What follows belongs to an exercise in optimizing a design on an open flow for small area, a short achievable clock period and few clock cycles per item; a production flow would make more cautious choices. At most, simulation tests tie the RTL to the original design; equivalence was not proved. Power figures rest on the tool's default switching activity, not on a simulated workload.

// modrm_address_register_stack_unit
module modrm_address_register_stack_unit (
  input  logic        clk_i,
  input  logic        rst_ni,
  input  logic        start,
  output logic        busy,
  input  logic [2:0]  op_i,
  input  logic [2:0]  reg_i,
  input  logic        wide_i,
  input  logic [15:0] value_i,
  input  logic [1:0]  mode_i,
  input  logic [2:0]  rm_i,
  input  logic [7:0]  disp_lo_i,
  input  logic [7:0]  disp_hi_i,
  output logic        done_o,
  output logic [15:0] read_data_o,
  output logic [15:0] address_o,
  output logic        is_register_o,
  output logic [1:0]  disp_bytes_o,
  output logic        stack_fault_o
);
Settings: LEC_CHECK=0, CAP_MARGIN=20, CORE_MARGIN=2, CORE_UTILIZATION=55, CTS_CLUSTER_DIAMETER=80, CTS_CLUSTER_SIZE=25, SETUP_SLACK_MARGIN=5, SLEW_MARGIN=20; clock period 8.0 ns.
standard.sh (not shown) runs the stock make flow with config.mk's settings and CLKGATE_MAP_FILE= SYNTH_SCRIPT=/design/flow/synth_recipe.tcl, a recipe that flattens the netlist after the stock synthesis.
==> flow/flow/run.sh <==
#!/bin/bash
set -euo pipefail
bash standard.sh \
  MATCH_CELL_FOOTPRINT=0 \
  "BUFFER_PORTS_ARGS=-buffer_cell sky130_fd_sc_hd__buf_4" \
  finish > standard_flow.log 2>&1
Next try:
--- a/flow/design.v
+++ b/flow/design.v
@@ -170,15 +170,14 @@
     end else begin
       x_b = 16'd0;
     end
   end
   logic [15:0] x_c, y_c, z_c;
   logic [1:0]  db_c;
   logic        isr_c, flt_c, pop_c, wide_c, a0_c, ea_c, rd_c;
-  logic        we_e_c, we_o_c;
   logic [7:0]  weh_e_c, weh_o_c;
   logic [15:0] wel_e_c, wel_o_c;
   logic [6:0]  ie_c, io_c;
   always_ff @(posedge clk_i or negedge rst_ni) begin
     if (!rst_ni) begin
       x_c <= 16'd0;
     end else begin
@@ -193,26 +192,24 @@
     pop_c  <= pop_ok;
     wide_c <= wide_q;
     ea_c   <= ea_q;
     rd_c   <= rd_q;
     a0_c   <= a0_b;
     ie_c   <= ie_b;
     io_c   <= io_b;
-    we_e_c  <= push_ok & (~a0_b | wide_q);
-    we_o_c  <= push_ok & (a0_b | wide_q);
-    weh_e_c <= 8'(1) << ie_b[6:4];
-    weh_o_c <= 8'(1) << io_b[6:4];
+    weh_e_c <= (push_ok & (~a0_b | wide_q)) ? 8'(1) << ie_b[6:4] : 8'd0;
+    weh_o_c <= (push_ok & (a0_b | wide_q)) ? 8'(1) << io_b[6:4] : 8'd0;
     wel_e_c <= 16'(1) << ie_b[3:0];
     wel_o_c <= 16'(1) << io_b[3:0];
   end
   logic [1023:0] bank_e, bank_o;
   logic [7:0]  grp_e, grp_o;
   logic [15:0] row_e, row_o;
-  assign grp_e = (weh_e_c & {8{we_e_c}}) | {8{clr_i}};
-  assign grp_o = (weh_o_c & {8{we_o_c}}) | {8{clr_i}};
+  assign grp_e = weh_e_c | {8{clr_i}};
+  assign grp_o = weh_o_c | {8{clr_i}};
   assign row_e = wel_e_c | {16{clr_i}};
   assign row_o = wel_o_c | {16{clr_i}};
   for (genvar i = 0; i < 128; i++) begin : g_stack
     always_ff @(posedge clk_i) begin
       if (grp_e[i / 16] && row_e[i % 16]) begin
         bank_e[8*i +: 8] <= x_c[7:0];
       end
Effect: The new run went through all stages and came out clean; sequential power hardly moves; via count goes up by 3.3%; design area barely changes; cell count is higher by 4.9%; worst setup slack loses 0.022 ns; combinational power decreases by about 6%; die area grows by about 1.1%; wire length went up by 1.8%; area after synthesis rose by about 1.1%; sequential share of layout area came out lower by 0.23 points; utilization came out lower by 0.63 points; fmax came out lower by about 0.7%; critical path depth rose by 3.
No functional check of the RTL was part of any run of this note.

* * *

## v18
modrm_address_register_stack_unit, a different RTL version from the one above (not shown whole).
Size in the first run: roughly 2,400 flip-flops, roughly 85 I/O pins, ~93,000 um^2 of cells after synthesis.
==> flow/config.mk <==
export PLATFORM = sky130hd
export DESIGN_NAME = modrm_address_register_stack_unit
export DESIGN_NICKNAME = modrm_address_register_stack_unit
export VERILOG_FILES = /design/flow/design.v
export SDC_FILE = /design/flow/constraint.sdc
export NUM_CORES = 4
export LEC_CHECK = 0
export CAP_MARGIN = 20
export CORE_MARGIN = 2
export CORE_UTILIZATION = 55
export CTS_CLUSTER_DIAMETER = 80
export CTS_CLUSTER_SIZE = 25
export SETUP_SLACK_MARGIN = 5
export SLEW_MARGIN = 20
==> flow/constraint.sdc <==
create_clock -name core_clock -period 8.0 [get_ports {clk_i}]
set_input_delay 1.6000 -clock core_clock [delete_from_list [all_inputs] [get_ports {clk_i}]]
set_output_delay 1.6000 -clock core_clock [all_outputs]
set_load 0.01 [all_outputs]
Scripts as last shown in full above: flow/flow/run.sh
The following lists how v24 was set up differently from v18:
--- a/flow/design.v
+++ b/flow/design.v
@@ -190,36 +190,30 @@
     flt_c  <= fault_b;
     pop_c  <= pop_ok;
     wide_c <= wide_q;
     ea_c   <= ea_q;
     rd_c   <= rd_q;
     a0_c   <= a0_b;
     ie_c   <= ie_b;
     io_c   <= io_b;
     weh_e_c <= (push_ok & (~a0_b | wide_q)) ? 8'(1) << ie_b[6:4] : 8'd0;
     weh_o_c <= (push_ok & (a0_b | wide_q)) ? 8'(1) << io_b[6:4] : 8'd0;
   end
   logic [1023:0] bank_e, bank_o;
-  logic [7:0]  grp_e, grp_o;
-  logic [15:0] row_e, row_o;
-  assign grp_e = weh_e_c | {8{clr_i}};
-  assign grp_o = weh_o_c | {8{clr_i}};
-  assign row_e = (16'(1) << ie_c[3:0]) | {16{clr_i}};
-  assign row_o = (16'(1) << io_c[3:0]) | {16{clr_i}};
   for (genvar i = 0; i < 128; i++) begin : g_stack
     always_ff @(posedge clk_i) begin
-      if (grp_e[i / 16] && row_e[i % 16]) begin
+      if (clr_i || (weh_e_c[i / 16] && ie_c[3:0] == 4'(i % 16))) begin
         bank_e[8*i +: 8] <= x_c[7:0];
       end
-      if (grp_o[i / 16] && row_o[i % 16]) begin
+      if (clr_i || (weh_o_c[i / 16] && io_c[3:0] == 4'(i % 16))) begin
         bank_o[8*i +: 8] <= x_c[15:8];
       end
     end
   end
   assign z_c = x_c + y_c;
   logic [1:0] db_d;
   logic       isr_d, flt_d, rsel_d, asel_d, hien_d, a0_d, ie6_d, io6_d;
   logic [7:0] e0_d, e1_d, o0_d, o1_d;
   always_ff @(posedge clk_i) begin
     db_d   <= db_c;
     isr_d  <= isr_c;
     flt_d  <= flt_c;
### Flow results
Design area for v24: 0.83% up relative to v18. Power in combinational cells delta for v24 relative to v18: about 4% lower. Min routed length on met3 across v18 and v24: v24. Across both runs, count of fill cells added during filler insertion was higher for v24 than for v18. Share of the core filled with cells delta (v18 -> v24): insignificant. Total power after layout, v18 and v24: smaller value in v18. On area share of fa/ha/maj cells after synthesis, v18 and v24 are neck and neck. v24 reports a lower global-route met3 utilization than v18 does. Taking v18 as the reference, in v24 cell count after synthesis climbed 6.6%, number of core rows climbed 1. Between v18 and v24, net count after synthesis is higher for v24, v18 comes in under that.
Testbench counts of v24, summed over its fixed seeds: cycles 32,040, items 32,000.
No functional check of the RTL was part of v18.

-- afterwards: timing with drivers on the ports --
How much do the figures lean on ideal ports? The routed layouts below were timed once more, with nothing changed but the port constraints. Step 1 sets driving cells, clkbuf_16 on the clock port and buf_2 on the other inputs (assumed; they add their load-dependent delay and slew). Step 2 also shifts input and output timing later by t, the mid clock arrival at the registers, as if the neighbouring blocks saw the same clock. Slacks: ideal / step 1 / step 2; pairs: ideal / step 1.
run	t, ns	setup slack, ns	worst hold slack (ns)	worst setup path at the end	cell pins on the clock port's net
the first run of note 1	0.863	4.997 / 4.985 / 4.458	0.318 / 0.318 / 0.318	input to register	1
the second run of note 1	0.884	4.975 / 4.975 / 4.578	0.329 / 0.329 / 0.329	input to register	1
v18	0.869	4.929 / 4.929 / 4.322	0.332 / 0.332 / 0.332	input to register	1
v24	0.868	5.067 / 4.981 / 4.370	0.320 / 0.320 / 0.320	input to register	1
After both steps every run listed still meets setup and hold. The setup slack of v24, which loses most, moves by -0.086 ns with the drivers and by -0.697 ns with both steps.
